Source: an optimization exercise on an open RTL-to-GDS flow (aim: a short achievable clock period and few clock cycles per item). Production flows keep margins and buffers that such runs may drop. At most, simulation tests tie the RTL to the original design; equivalence was not proved. Power figures rest on the tool's default switching activity, not on a simulated workload.

## fu_top
module fu_top (
    input  logic        clk,
    input  logic        rst,
    input  logic        valid_i,
    input  logic [3:0]  req_op_i,
    input  logic [31:0] req_src1_i,
    input  logic [31:0] req_src2_i,
    input  logic [31:0] req_store_data_i,
    input  logic [31:0] req_pc_i,
    input  logic [2:0]  req_br_kind_i,
    input  logic        req_pred_taken_i,
    input  logic [31:0] req_br_offset_i,
    input  logic [4:0]  req_dest_i,
    input  logic        req_gr_we_i,
    input  logic [1:0]  req_mem_op_i,
    output logic        ready_o,
    output logic        redirect_mispredict_o,
    output logic [31:0] redirect_target_o,
    output logic        mem_ce_o,
    output logic        mem_we_n_o,
    output logic [3:0]  mem_sel_n_o,
    output logic [31:0] mem_addr_o,
    output logic [31:0] mem_wdata_o,
    input  logic [31:0] mem_rdata_i,
    output logic        mem_ready_o,
    output logic        wb_valid_o,
    output logic [4:0]  wb_dest_o,
    output logic [31:0] wb_data_o
);
    localparam int WB_DEPTH = 24;    
    localparam int MQ_DEPTH = 8;     
    localparam int LQ_DEPTH = 3;     
    localparam int MEM_CYCLES = 6;
    logic        ready_q;
    logic        v0;
    logic [3:0]  op0;
    logic [31:0] a0, b0, am0, bm0, sd0, pc0, off0;
    logic [2:0]  bk0;
    logic        pt0;
    logic [4:0]  dst0;
    logic        we0;
    logic [1:0]  mop0;
    always_ff @(posedge clk or posedge rst) begin
        if (rst) v0 <= 1'b0;
        else     v0 <= valid_i & ready_q;
    end
    always_ff @(posedge clk) begin
        op0  <= req_op_i;
        a0   <= req_src1_i;
        b0   <= req_src2_i;
        am0  <= req_src1_i;
        bm0  <= req_src2_i;
        sd0  <= req_store_data_i;
        pc0  <= req_pc_i;
        bk0  <= req_br_kind_i;
        pt0  <= req_pred_taken_i;
        off0 <= req_br_offset_i;
  ...
clock: 8.5 ns
lec_check: 0
abc_clock_period_in_ps: 2500
cap_margin: 20
core_margin: 2
core_utilization: 55
cts_cluster_diameter: 80
cts_cluster_size: 30
setup_slack_margin: 5
slew_margin: 20
standard.sh (not shown) runs the stock make flow with config.mk's settings and CLKGATE_MAP_FILE= SYNTH_SCRIPT=/design/flow/synth_recipe.tcl, a recipe that flattens the netlist after the stock synthesis.
==> flow/flow/run.sh <==
#!/bin/bash
set -euo pipefail
EXTRA="SETUP_SLACK_MARGIN=$(cat flow/margin.txt)"
sed "s|\"\${@:-finish}\"|$EXTRA \"\${@:-finish}\"|" standard.sh > my_standard.sh
grep -q "$EXTRA" my_standard.sh
bash my_standard.sh > make_flow.log 2>&1
==> flow/flow/margin.txt <==
6
Testbench counts at the start, summed over its fixed seeds: cycles 7,108, insns 4,800.
Then changed:
--- a/flow/design.v
+++ b/flow/design.v
@@ -443,21 +443,21 @@
             2'd0:    lg_c = a0 & b0;
             2'd1:    lg_c = ~(a0 | b0);
             2'd2:    lg_c = a0 | b0;
             default: lg_c = a0 ^ b0;
         endcase
     end
     always_comb begin
         case (op0[1:0])
             2'd0:    sh_c = a0 << b0[4:0];
             2'd1:    sh_c = a0 >> b0[4:0];
-            default: sh_c = $signed(a0) >>> b0[4:0];
+            default: sh_c = $unsigned($signed(a0) >>> b0[4:0]);
         endcase
     end
     assign lo_addr = a0[1:0] + b0[1:0];
     always_comb begin
         case (mop0)
             2'd3:    seln_c = ~(4'b0001 << lo_addr);
             default: seln_c = 4'b0000;
         endcase
     end
     always_ff @(posedge clk or posedge rst) begin
Effect: Critical path depth does not change. Clock power hardly moves. Wire length stays the same. Setup slack stays the same. Cell area is unchanged. Via count does not change. Power stays the same. Clock-buffer cell count is unchanged.
For the second run of this note, only the layout was checked, not whether the RTL still works.

* * *

fu_top, a different RTL version from the one above (not shown whole).
For scale: roughly 350 I/O pins, ~120000 um2 of cells after synthesis.
// fu_top
module fu_top (
    input  logic        clk,
    input  logic        rst,
    input  logic        valid_i,
    input  logic [3:0]  req_op_i,
    input  logic [31:0] req_src1_i,
    input  logic [31:0] req_src2_i,
    input  logic [31:0] req_store_data_i,
    input  logic [31:0] req_pc_i,
    input  logic [2:0]  req_br_kind_i,
    input  logic        req_pred_taken_i,
    input  logic [31:0] req_br_offset_i,
    input  logic [4:0]  req_dest_i,
    input  logic        req_gr_we_i,
    input  logic [1:0]  req_mem_op_i,
    output logic        ready_o,
    output logic        redirect_mispredict_o,
    output logic [31:0] redirect_target_o,
    output logic        mem_ce_o,
    output logic        mem_we_n_o,
    output logic [3:0]  mem_sel_n_o,
    output logic [31:0] mem_addr_o,
    output logic [31:0] mem_wdata_o,
    input  logic [31:0] mem_rdata_i,
    output logic        mem_ready_o,
    output logic        wb_valid_o,
    output logic [4:0]  wb_dest_o,
    output logic [31:0] wb_data_o
);
    localparam int WB_DEPTH = 24;    
    localparam int MQ_DEPTH = 8;     
    localparam int LQ_DEPTH = 3;     
    localparam int MEM_CYCLES = 6;
    logic        ready_q;    
    logic        ready_oq;   
    logic        ready_aq;   
    logic        v0;
    logic [3:0]  op0;
    logic [31:0] a0, b0, am0, bm0, sd0, pc0, off0;
    logic [2:0]  bk0;
    logic        pt0;
    logic [4:0]  dst0;
    logic        we0;
    logic [1:0]  mop0;
    always_ff @(posedge clk or posedge rst) begin
        if (rst) v0 <= 1'b0;
        else     v0 <= valid_i & ready_aq;
    end
  ...
clock: 8.5 ns
lec_check: 0
abc_clock_period_in_ps: 2500
cap_margin: 20
core_margin: 2
core_utilization: 55
cts_cluster_diameter: 80
cts_cluster_size: 30
setup_slack_margin: 5
slew_margin: 20
Scripts as last shown in full above: flow/flow/run.sh, flow/flow/margin.txt
The first run finished with timing, DRC and antenna clean.
Testbench counts at the start, summed over its fixed seeds: cycles 7,141, insns 4,800.
Then changed:
--- a/flow/design.v
+++ b/flow/design.v
@@ -376,16 +376,16 @@
     output logic [31:0] mem_wdata_o,
     input  logic [31:0] mem_rdata_i,
     output logic        mem_ready_o,
     output logic        wb_valid_o,
     output logic [4:0]  wb_dest_o,
     output logic [31:0] wb_data_o
 );
-    localparam int WB_DEPTH = 24;    
-    localparam int MQ_DEPTH = 8;     
+    localparam int WB_DEPTH = 28;    
+    localparam int MQ_DEPTH = 10;    
     localparam int LQ_DEPTH = 3;     
     localparam int MEM_CYCLES = 6;
     logic        ready_q;    
     logic        ready_oq;   
     logic        ready_aq;   
     logic        v0;
     logic [3:0]  op0;
@@ -785,28 +785,17 @@
         if (rst) wbv_q <= 1'b0;
         else     wbv_q <= wq_pop;
     end
     always_ff @(posedge clk) begin
         wbd_q <= wq_head[36:32];
         wbx_q <= wq_head[37] ? lq_head : wq_head[31:0];
     end
-    logic        wbv_o;
-    logic [4:0]  wbd_o;
-    logic [31:0] wbx_o;
-    always_ff @(posedge clk or posedge rst) begin
-        if (rst) wbv_o <= 1'b0;
-        else     wbv_o <= wbv_q;
-    end
-    always_ff @(posedge clk) begin
-        wbd_o <= wbd_q;
-        wbx_o <= wbx_q;
-    end
-    assign wb_valid_o = wbv_o;
-    assign wb_dest_o  = wbd_o;
-    assign wb_data_o  = wbx_o;
+    assign wb_valid_o = wbv_q;
+    assign wb_dest_o  = wbd_q;
+    assign wb_data_o  = wbx_q;
     logic [5:0] wcred_q;
     logic [3:0] mcred_q;
     always_ff @(posedge clk or posedge rst) begin
         if (rst) begin
             wcred_q <= '0;
             mcred_q <= '0;
             ready_q <= 1'b0;
Core utilization goes up by 0.46 points.
Worst setup slack is worse by 0.0039 ns.
Synthesized cell count goes up by about 8%.
Wire length goes up by about 7%.
Clock skew goes up by 0.014 ns.
Die area goes up by about 8%.
Synthesized area goes up by 7.8%.
Testbench counts after the change, summed over its fixed seeds: cycles 7,123, insns 4,800.

-- re-timing with driven ports --
No port has a modelled driver above. Below, the same layouts with a new extraction and two added sets of constraints.
Step 1 (the two cells are an assumption about what drives the block):
set clk [get_ports {clk}]
set_driving_cell -lib_cell sky130_fd_sc_hd__clkbuf_16 $clk
set_driving_cell -lib_cell sky130_fd_sc_hd__buf_2 [delete_from_list [all_inputs] $clk]
Step 2 moves the port delays by t, midway between the first and last clock arrival at a register: inputs arrive t later, outputs are due t later. That takes back most of the time a late clock gives input paths.
Three values: ideal ports, drivers, drivers and shift; two values: the first two.
| run | shift t [ns] | slack for setup (ns) | latest minus earliest clock arrival (ns) | worst slew at a driven data input, ns |
|---|---|---|---|---|
| the first run of note 1 | 0.941 | 5.307 / 5.208 / 5.425 | 0.058 / 0.058 | 0.19 |
| the second run of note 1 | 0.941 | 5.307 / 5.208 / 5.425 | 0.058 / 0.058 | 0.19 |
| the first run of note 2 | 0.944 | 5.342 / 5.236 / 5.570 | 0.045 / 0.045 | 0.09 |
| the second run of note 2 | 0.934 | 5.338 / 5.232 / 5.518 | 0.056 / 0.057 | 0.11 |
After both steps every run listed still meets setup and hold. Setup slack includes reset recovery checks.
